This is an optimization exercise on Yosys and OpenROAD, whose aim is small area, a short achievable clock period and few clock cycles per item, not a production implementation. Function was checked by simulation only, so behaviour that the tests miss may differ from the original.

## flow/design.v

```verilog
`default_nettype none
package cisr_pkg;
    localparam int NUM_LANES     = 4;
    localparam int NUM_ROWS      = 6;
    localparam int IN_FIFO_DEPTH = 4;
    localparam int OUT_CREDITS   = 4;
    localparam int ACC_BYTES     = 4;
    localparam int RESULT_BYTES  = NUM_ROWS * ACC_BYTES;
    localparam int FIFO_PTR_W    = $clog2(IN_FIFO_DEPTH);
    localparam int VALUE_W   = 16;
    localparam int COL_W     = 8;
    localparam int LEN_W     = 8;
    localparam int ROW_W     = 3;
    localparam int ACC_W     = 32;
    localparam int LANE_W    = VALUE_W + COL_W;
    localparam int GROUP_W   = NUM_LANES * LANE_W;
    localparam int RESULT_W  = NUM_ROWS * ACC_W;
    localparam int LANE_IDX_W = $clog2(NUM_LANES);
    localparam int BYTE_IDX_W = $clog2(RESULT_BYTES);
    localparam int CREDIT_W   = $clog2(OUT_CREDITS + 1);
    localparam logic [COL_W-1:0] COL_PAD = 8'hff;
endpackage
`default_nettype wire
`timescale 1ns/10ps
`default_nettype none
module credit_fifo #(
    parameter int WIDTH = 8
) (
    input  logic             clk,
    input  logic             rst_l,
    input  logic             in_valid,
    input  logic [WIDTH-1:0] in_data,
    input  logic             pop,
    output logic             not_empty,
    output logic [2:0]       level,
    output logic [WIDTH-1:0] head,
    output logic             credit
);
    logic [WIDTH-1:0]      mem [cisr_pkg::IN_FIFO_DEPTH];
    logic [cisr_pkg::FIFO_PTR_W-1:0] wr_ptr;
    logic [cisr_pkg::FIFO_PTR_W-1:0] rd_ptr;
    logic                  push_ok;
    logic                  pop_ok;
    assign push_ok   = in_valid && (level != 3'(cisr_pkg::IN_FIFO_DEPTH));
    assign pop_ok    = pop && not_empty;
    assign not_empty = (level != 3'd0);
    assign head      = mem[rd_ptr];
    always_ff @(posedge clk) begin
        if (push_ok) begin
            mem[wr_ptr] <= in_data;
        end
    end
    always_ff @(posedge clk or negedge rst_l) begin
        if (!rst_l) begin
            wr_ptr <= '0;
            rd_ptr <= '0;
            level  <= '0;
            credit <= 1'b0;
        end else begin
            if (push_ok) begin
                wr_ptr <= wr_ptr + 1'b1;
            end
            if (pop_ok) begin
                rd_ptr <= rd_ptr + 1'b1;
            end
            level  <= level + 3'(push_ok) - 3'(pop_ok);
            credit <= pop_ok;
        end
    end
endmodule
`default_nettype wire
`timescale 1ns/10ps
`default_nettype none
module cisr_row_decoder (
    input  logic                                      clk,
    input  logic                                      rst_l,
    input  logic [cisr_pkg::LEN_W-1:0]                len_head,
    input  logic [2:0]                                len_level,
    output logic                                      len_pop,
    input  logic [cisr_pkg::GROUP_W-1:0]              grp_head,
    input  logic                                      grp_not_empty,
    output logic                                      grp_pop,
    input  logic                                      hold,
    output logic [cisr_pkg::NUM_LANES-1:0]            dec_lane_valid,
    output logic [cisr_pkg::NUM_LANES*cisr_pkg::VALUE_W-1:0] dec_value,
    output logic [cisr_pkg::NUM_LANES*cisr_pkg::ROW_W-1:0]   dec_row,
    output logic                                      dec_last,
    output logic                                      dec_valid
);
    localparam int NL = cisr_pkg::NUM_LANES;
    localparam int LW = cisr_pkg::LEN_W;
    localparam int RW = cisr_pkg::ROW_W;
    localparam int VW = cisr_pkg::VALUE_W;
    localparam int CW = cisr_pkg::COL_W;
    localparam int PW = cisr_pkg::LANE_W;
    logic [NL*LW-1:0] rem;
    logic [NL*RW-1:0] cur_row;
    logic [RW-1:0]    next_row;
    logic [NL-1:0]    pad;
    logic [NL-1:0]    need;
    logic [NL*LW-1:0] eff_rem;
    logic [NL*RW-1:0] eff_row;
    logic [NL*LW-1:0] rem_after;
    logic [2:0]       need_cnt;
    logic [cisr_pkg::LANE_IDX_W-1:0] first_need;
    logic             found;
    logic             all_zero;
    logic [RW-1:0]    rows_next;
    logic             last_grp;
    always_comb begin
        need_cnt   = '0;
        first_need = '0;
        found      = 1'b0;
        for (int i = 0; i < NL; i++) begin
            pad[i]  = (grp_head[i*PW +: CW] == cisr_pkg::COL_PAD);
            need[i] = grp_not_empty && !hold && !pad[i] && (rem[i*LW +: LW] == '0);
            if (need[i]) begin
                need_cnt = need_cnt + 3'd1;
                if (!found) begin
                    first_need = i[cisr_pkg::LANE_IDX_W-1:0];
                    found      = 1'b1;
                end
            end
        end
        len_pop = found && (len_level != 3'd0);
        grp_pop = grp_not_empty && !hold && ((need_cnt == 3'd0) || ((need_cnt == 3'd1) && len_pop));
        for (int i = 0; i < NL; i++) begin
            eff_rem[i*LW +: LW] = rem[i*LW +: LW];
            eff_row[i*RW +: RW] = cur_row[i*RW +: RW];
            if (len_pop && (first_need == i[cisr_pkg::LANE_IDX_W-1:0])) begin
                eff_rem[i*LW +: LW] = len_head;
                eff_row[i*RW +: RW] = next_row;
            end
            rem_after[i*LW +: LW] = eff_rem[i*LW +: LW];
            if (grp_pop && !pad[i]) begin
                rem_after[i*LW +: LW] = eff_rem[i*LW +: LW] - 1'b1;
            end
        end
        rows_next = next_row + {{(RW-1){1'b0}}, len_pop};
        all_zero = (rem_after == '0);
        last_grp = grp_pop && (rows_next == RW'(cisr_pkg::NUM_ROWS)) && all_zero;
    end
    always_ff @(posedge clk or negedge rst_l) begin
        if (!rst_l) begin
            rem            <= '0;
            cur_row        <= '0;
            next_row       <= '0;
            dec_lane_valid <= '0;
            dec_value      <= '0;
            dec_row        <= '0;
            dec_last       <= 1'b0;
            dec_valid      <= 1'b0;
        end else begin
            rem     <= rem_after;
            cur_row <= eff_row;
            dec_row <= eff_row;
            for (int i = 0; i < NL; i++) begin
                dec_lane_valid[i]       <= grp_pop && !pad[i];
                dec_value[i*VW +: VW]   <= grp_head[i*PW+CW +: VW];
            end
            next_row  <= last_grp ? '0 : rows_next;
            dec_last  <= last_grp;
            dec_valid <= grp_pop;
        end
    end
endmodule
`default_nettype wire
`timescale 1ns/10ps
`default_nettype none
module row_accumulator (
    input  logic                                             clk,
    input  logic                                             rst_l,
    input  logic [cisr_pkg::NUM_LANES-1:0]                   dec_lane_valid,
    input  logic [cisr_pkg::NUM_LANES*cisr_pkg::VALUE_W-1:0] dec_value,
    input  logic [cisr_pkg::NUM_LANES*cisr_pkg::ROW_W-1:0]   dec_row,
    input  logic                                             dec_last,
    input  logic                                             dec_valid,
    input  logic                                             capture,
    output logic [cisr_pkg::RESULT_W-1:0]                    sums,
    output logic                                             result_ready,
    output logic                                             hold
);
    localparam int NL = cisr_pkg::NUM_LANES;
    localparam int NR = cisr_pkg::NUM_ROWS;
    localparam int AW = cisr_pkg::ACC_W;
    localparam int VW = cisr_pkg::VALUE_W;
    localparam int RW = cisr_pkg::ROW_W;
    logic [cisr_pkg::RESULT_W-1:0] sums_next;
    logic        fin_q;
    always_comb begin
        for (int r = 0; r < NR; r++) begin
            sums_next[r*AW +: AW] = capture ? {AW{1'b0}} : sums[r*AW +: AW];
            for (int i = 0; i < NL; i++) begin
                if (dec_valid && dec_lane_valid[i] && (dec_row[i*RW +: RW] == r[RW-1:0])) begin
                    sums_next[r*AW +: AW] = sums_next[r*AW +: AW]
                        + {{(AW-VW){dec_value[i*VW+VW-1]}}, dec_value[i*VW +: VW]};
                end
            end
        end
    end
    assign hold = (dec_valid && dec_last) || fin_q || (result_ready && !capture);
    always_ff @(posedge clk or negedge rst_l) begin
        if (!rst_l) begin
            sums         <= '0;
            fin_q        <= 1'b0;
            result_ready <= 1'b0;
        end else begin
            sums  <= sums_next;
            fin_q <= dec_valid && dec_last;
            if (fin_q) begin
                result_ready <= 1'b1;
            end else if (capture) begin
                result_ready <= 1'b0;
            end
        end
    end
endmodule
`default_nettype wire
`timescale 1ns/10ps
`default_nettype none
module result_serializer (
    input  logic        clk,
    input  logic        rst_l,
    input  logic [cisr_pkg::RESULT_W-1:0] sums,
    input  logic        result_ready,
    output logic        capture,
    output logic        out_valid,
    output logic [7:0]  out_byte,
    input  logic        out_credit
);
    typedef enum logic {
        SER_IDLE,
        SER_SEND
    } ser_state_t;
    ser_state_t  state;
    logic [cisr_pkg::BYTE_IDX_W-1:0] byte_idx;
    logic [cisr_pkg::CREDIT_W-1:0]   credits;
    logic [cisr_pkg::RESULT_W-1:0]   snap;
    logic [cisr_pkg::RESULT_BYTES*8-1:0] snap_bits;
    assign capture   = (state == SER_IDLE) && result_ready;
    assign snap_bits = snap;
    assign out_byte  = snap_bits[{byte_idx, 3'b000} +: 8];
    assign out_valid = (state == SER_SEND) && (credits != '0);
    always_ff @(posedge clk) begin
        if (capture) begin
            snap <= sums;
        end
    end
    always_ff @(posedge clk or negedge rst_l) begin
        if (!rst_l) begin
            state    <= SER_IDLE;
            byte_idx <= '0;
            credits  <= cisr_pkg::CREDIT_W'(cisr_pkg::OUT_CREDITS);
        end else begin
            credits <= credits + {{(cisr_pkg::CREDIT_W-1){1'b0}}, out_credit}
                       - {{(cisr_pkg::CREDIT_W-1){1'b0}}, out_valid};
            case (state)
                SER_IDLE: begin
                    if (capture) begin
                        state <= SER_SEND;
                    end
                end
                SER_SEND: begin
                    if (out_valid) begin
                        if (byte_idx == cisr_pkg::BYTE_IDX_W'(cisr_pkg::RESULT_BYTES - 1)) begin
                            state    <= SER_IDLE;
                            byte_idx <= '0;
                        end else begin
                            byte_idx <= byte_idx + 1'b1;
                        end
                    end
                end
                default: begin
                    state <= SER_IDLE;
                end
            endcase
        end
    end
endmodule
`default_nettype wire
`timescale 1ns/10ps
`default_nettype none
module spmv_top (
    input  logic        clk,
    input  logic        rst_l,
    input  logic        row_len_valid,
    input  logic [7:0]  row_len,
    output logic        row_len_credit,
    input  logic        grp_valid,
    input  logic [95:0] grp,
    output logic        grp_credit,
    output logic        out_valid,
    output logic [7:0]  out_byte,
    input  logic        out_credit
);
    logic [cisr_pkg::LEN_W-1:0] len_head;
    logic [2:0]  len_level;
    logic        len_pop;
    logic [cisr_pkg::GROUP_W-1:0] grp_head;
    logic        grp_not_empty;
    logic        grp_pop;
    logic [cisr_pkg::NUM_LANES-1:0]                   dec_lane_valid;
    logic [cisr_pkg::NUM_LANES*cisr_pkg::VALUE_W-1:0] dec_value;
    logic [cisr_pkg::NUM_LANES*cisr_pkg::ROW_W-1:0]   dec_row;
    logic        dec_last;
    logic        dec_valid;
    logic [cisr_pkg::RESULT_W-1:0] sums;
    logic        result_ready;
    logic        capture;
    logic        hold;
    credit_fifo #(.WIDTH(cisr_pkg::LEN_W)) i_len_fifo (
        .clk, .rst_l,
        .in_valid (row_len_valid), .in_data (row_len),
        .pop      (len_pop),       .not_empty (),
        .level    (len_level),     .head (len_head),
        .credit   (row_len_credit)
    );
    credit_fifo #(.WIDTH(cisr_pkg::GROUP_W)) i_grp_fifo (
        .clk, .rst_l,
        .in_valid (grp_valid), .in_data (grp),
        .pop      (grp_pop),   .not_empty (grp_not_empty),
        .level    (),          .head (grp_head),
        .credit   (grp_credit)
    );
    cisr_row_decoder i_decoder (
        .clk, .rst_l,
        .len_head, .len_level, .len_pop,
        .grp_head, .grp_not_empty, .grp_pop, .hold,
        .dec_lane_valid, .dec_value, .dec_row, .dec_last, .dec_valid
    );
    row_accumulator i_accum (
        .clk, .rst_l,
        .dec_lane_valid, .dec_value, .dec_row, .dec_last, .dec_valid,
        .capture, .sums, .result_ready,
        .hold
    );
    result_serializer i_serializer (
        .clk, .rst_l, .sums, .result_ready, .capture,
        .out_valid, .out_byte, .out_credit
    );
endmodule
`default_nettype wire
```

## flow/run.sh

```bash
#!/bin/bash
# synth_recipe.tcl (not shown) runs the flow's synth.tcl, then flattens the netlist and writes it again
# the make line also repeats each setting of config.mk as NAME=value (left out here)
make -C /OpenROAD-flow-scripts/flow DESIGN_CONFIG=/design/flow/config.mk WORK_HOME=/design/flow/orfs CLKGATE_MAP_FILE= SYNTH_SCRIPT=/design/flow/synth_recipe.tcl finish
```

## flow/config.mk

```make
export PLATFORM = sky130hd
export DESIGN_NAME = spmv_top
export DESIGN_NICKNAME = spmv_top
export VERILOG_FILES = /design/flow/design.v
export SDC_FILE = /design/flow/constraint.sdc
export NUM_CORES = 4
export LEC_CHECK = 0
export CAP_MARGIN = 20
export CORE_MARGIN = 2
export CORE_UTILIZATION = 40
export SLEW_MARGIN = 20
```

## flow/constraint.sdc

```tcl
create_clock -name core_clock -period 10.0 [get_ports {clk}]
set_input_delay 2.0000 -clock core_clock [delete_from_list [all_inputs] [get_ports {clk}]]
set_output_delay 2.0000 -clock core_clock [all_outputs]
set_load 0.01 [all_outputs]
```

==> results.txt <==
run status=finished clean; share of synthesized flip-flops with an asynchronous set or reset=0.356; number of standard cells in the layout, taps in and fillers out=10900; final count of pins violating max slew=0; element type at the critical path start=register; Crit path required time=10590 ps; CTS sink count=944; remaining antenna violation count after routing=0; commonest cells after routing, fill and taps aside=sky130_fd_sc_hd__ha_1, sky130_fd_sc_hd__a21oi_1, sky130_fd_sc_hd__nand2_1, sky130_fd_sc_hd__nor2_1, sky130_fd_sc_hd__edfxtp_1; maximum number of buffers from clock root to sink=3; number of flops mapped to enable cells by yosys=608; number of library cell types mapped by synthesis=96; flip-flop and latch count after synthesis=around 940; largest stage delay on the critical path=between 400 and 500 ps; vias in the first global route=61300; cell at the slowest stage of the critical path=sky130_fd_sc_hd__dfrtp_1; setup repair after global routing missed its margin=false; Post-Syn Area=between 70000 and 80000 µm²; Syn Nets=9020; initial DRC count=5542; Arrival @ worst endpoint=10020 ps; layout filler cell count=18100; chip height=444 µm; count of input and output buffers=119; global route total overflow=0; worst hold slack=388 ps; register area share after synthesis=0.345; pin count of the biggest net entering global routing=92; Final Wtd Congestion=0.952; top fanout value on the critical path=10; row count=161; launch point of the worst reg-to-reg path=i_serializer.state$_DFF_PN0_; clock latency reported for the late side of the worst-skew pair=780 ps; fraction of layout instances using a drive strength above 1=0.105; hold_sp=i_accum.sums[26]$_DFF_PN0_; Clock transition at path regs=60 ps; final setup vio count=0; period utilization=0.944; DRC violation count after routing=0; number of clock buffers inserted by TritonCTS=104; deepest level of the CTS H-tree=3; gate count of the mapped netlist=just over 8000; CTS Root Cell=sky130_fd_sc_hd__clkbuf_16; total negative slack=0 ps; Warnings, synthesis=5; kind of end point of the critical path=register; Most Frequent Cell on Critical Path=sky130_fd_sc_hd__a21o_1; post-layout net count=~9200; routed via count divided by cell count=a little under 6; Post-Route WL=between 200 and 250 mm; type of the tightest min-delay check=reg2reg; GRT Resource Usage Total=0.242; most common cell after layout, fill and taps aside=sky130_fd_sc_hd__ha_1; Max-slew headroom=0.221; clock skew after layout=97.1 ps; cts hold-fix bufs=0; Max Clock Freq=about 110 MHz; DR WL/cell=22.6 µm; max-cap viol count=0; Top-Level Pins=120; area of the core=about 190000 µm²; die width=444 µm; number of antenna violations at the first check in global routing=12; CTS tree=done; transition time of the tightest slew-check pin=roughly 1200 ps; die outline area=197000 µm²; critical path launch point=i_serializer.state$_DFF_PN0_; area added between synthesis and finish=11.4%; drt pass-1 iters=6; effective utilization at floorplan=0.402; Synth Area per Inst=9.57 µm²; HPWL Detailed=183 mm; final hold vios=0; post-route minimum period=9440 ps; first-pass GRT wire length=369 mm; Synth Flop Type=sky130_fd_sc_hd__edfxtp_1; startpoint-to-endpoint class of the critical path=reg2reg; routed via count=63600; number of placed instances, taps included=~11000
## sequential cells by signal, indices dropped and copies added (netlist names), 3 cells and up
signal,flops
i_serializer.byte_idx,5
i_serializer.snap,192
i_len_fifo.mem,32
i_decoder.dec_lane_valid,4
i_serializer.credits,3
i_len_fifo.level,3
i_decoder.dec_value,64
i_decoder.rem,32
i_decoder.next_row,3
i_grp_fifo.level,3
i_grp_fifo.mem,384
i_accum.sums,192
i_decoder.cur_row,12
## through the flow
step | worst slack (ps) | utilization | area (µm²)
after detailed placement | 112 | 0.427 | 82100
final | 562 | 0.448 | 86100
after CTS | 128 | 0.446 | 85700
after global routing | 10.1 | 0.448 | 86100
after floorplan | 11.5 | - | 77300
after global placement | 287 | 0.427 | 82100
## final timing paths
| kind | end | slack, ps | cells past startpoint |
|---|---|---|---|
| hold / removal | i_serializer.snap[26]$_DFFE_PP_ | 390 | 0 |
| setup / recovery | i_accum.sums[127]$_DFF_PN0_ | 560 | 48 |
| min in group asynchronous | i_len_fifo.wr_ptr[0]$_DFFE_PN0P_ | 1300 | 1 |
| max in group asynchronous | i_decoder.dec_value[15]$_DFF_PN0_ | 6770 | 3 |
| hold reg to reg | i_serializer.snap[26]$_DFFE_PP_ | 390 | 0 |
| setup reg to reg | i_accum.sums[127]$_DFF_PN0_ | 560 | 48 |
## critical path: cells and delay by family (launching register included)
family | cells | cell delay, ps
AO/OA/AOI/OAI | 22 | 4160
adder cells (fa/ha/maj) | 6 | 1860
AND/OR/NAND/NOR | 11 | 1540
XOR/XNOR | 5 | 760
buffers and inverters | 4 | 550
flip-flops | 1 | 410
## synth_stat cells, drive strengths merged (257+ instances only)
cell    instances  area share
dfrtp         335        0.11
a21o          290       0.028
mux2          257       0.037
ha            806        0.13
edfxtp        608        0.24
nand2         700       0.034
xnor2         430       0.049
o21ai         548       0.035
nor2          635       0.031
a21oi         716       0.046
inv           317       0.015
xor2          262       0.030
## layout make-up
type	count	area [µm²]	area share
clock buffers	138	2830	0.0329
diodes	7	17.5	0.000203
well taps	2526	3160	0.0367
multi-input cells	6588	48900	0.568
repair buffers	277	2460	0.0286
flip-flops and latches	944	26700	0.310
clock inverters	60	842	0.00978
inverters	319	1210	0.0140
## cells by family after synthesis
family          count (synthesis)  share of synthesized area
flops                         944                      0.345
buf+inv                       546                     0.0267
mux                           445                     0.0829
simple gates                 2309                      0.142
fa+ha+maj                     845                      0.139
compound gates               2293                      0.184
xor+xnor                      696                     0.0796
## per-layer routing
| layer | global-route usage | up-vias | share of wire |
|---|---|---|---|
| li1 | - | 30200 | - |
| met3 | 0.0358 | 395 | 0.068 |
| met2 | 0.389 | 1997 | 0.45 |
| met4 | 0.0999 | 16 | 0.043 |
| met5 | 0 | - | 0.00042 |
| met1 | 0.327 | 31000 | 0.44 |
## timing repair
| item | 4_1_cts | 5_1_grt |
|---|---|---|
| hold endpoints to repair | 0 | 0 |
| endpoints found under the setup margin | 0 | 27 |
| resized for setup | 0 | 62 |
| buffers inserted | 0 | 6 |
Testbench counts, summed over its fixed seeds: cycles 9,728, items 384.

-- port drivers added, routing unchanged --
Ports are ideal in the flow. The routed layout listed here was re-timed in OpenROAD. Step 1 (the two cells are an assumption about what drives the block):
set clk [get_ports {clk}]
set_driving_cell -lib_cell sky130_fd_sc_hd__clkbuf_16 $clk
set_driving_cell -lib_cell sky130_fd_sc_hd__buf_2 [delete_from_list [all_inputs] $clk]
Step 2, shift: input delay + t, output delay - t, t = (earliest + latest rising clock arrival at the registers) / 2. This alone moves slack from input paths to output paths. Three values: no drivers, after step 1, after step 2; two values: the first two.
t, ns: 0.813
slack for setup (ns): 0.562 / 0.562 / 0.562
worst setup path at the end: register to register
After both steps this run still meets setup and hold. The setup slack of this run moves by 0.000 ns with the drivers and by 0.000 ns with both steps.
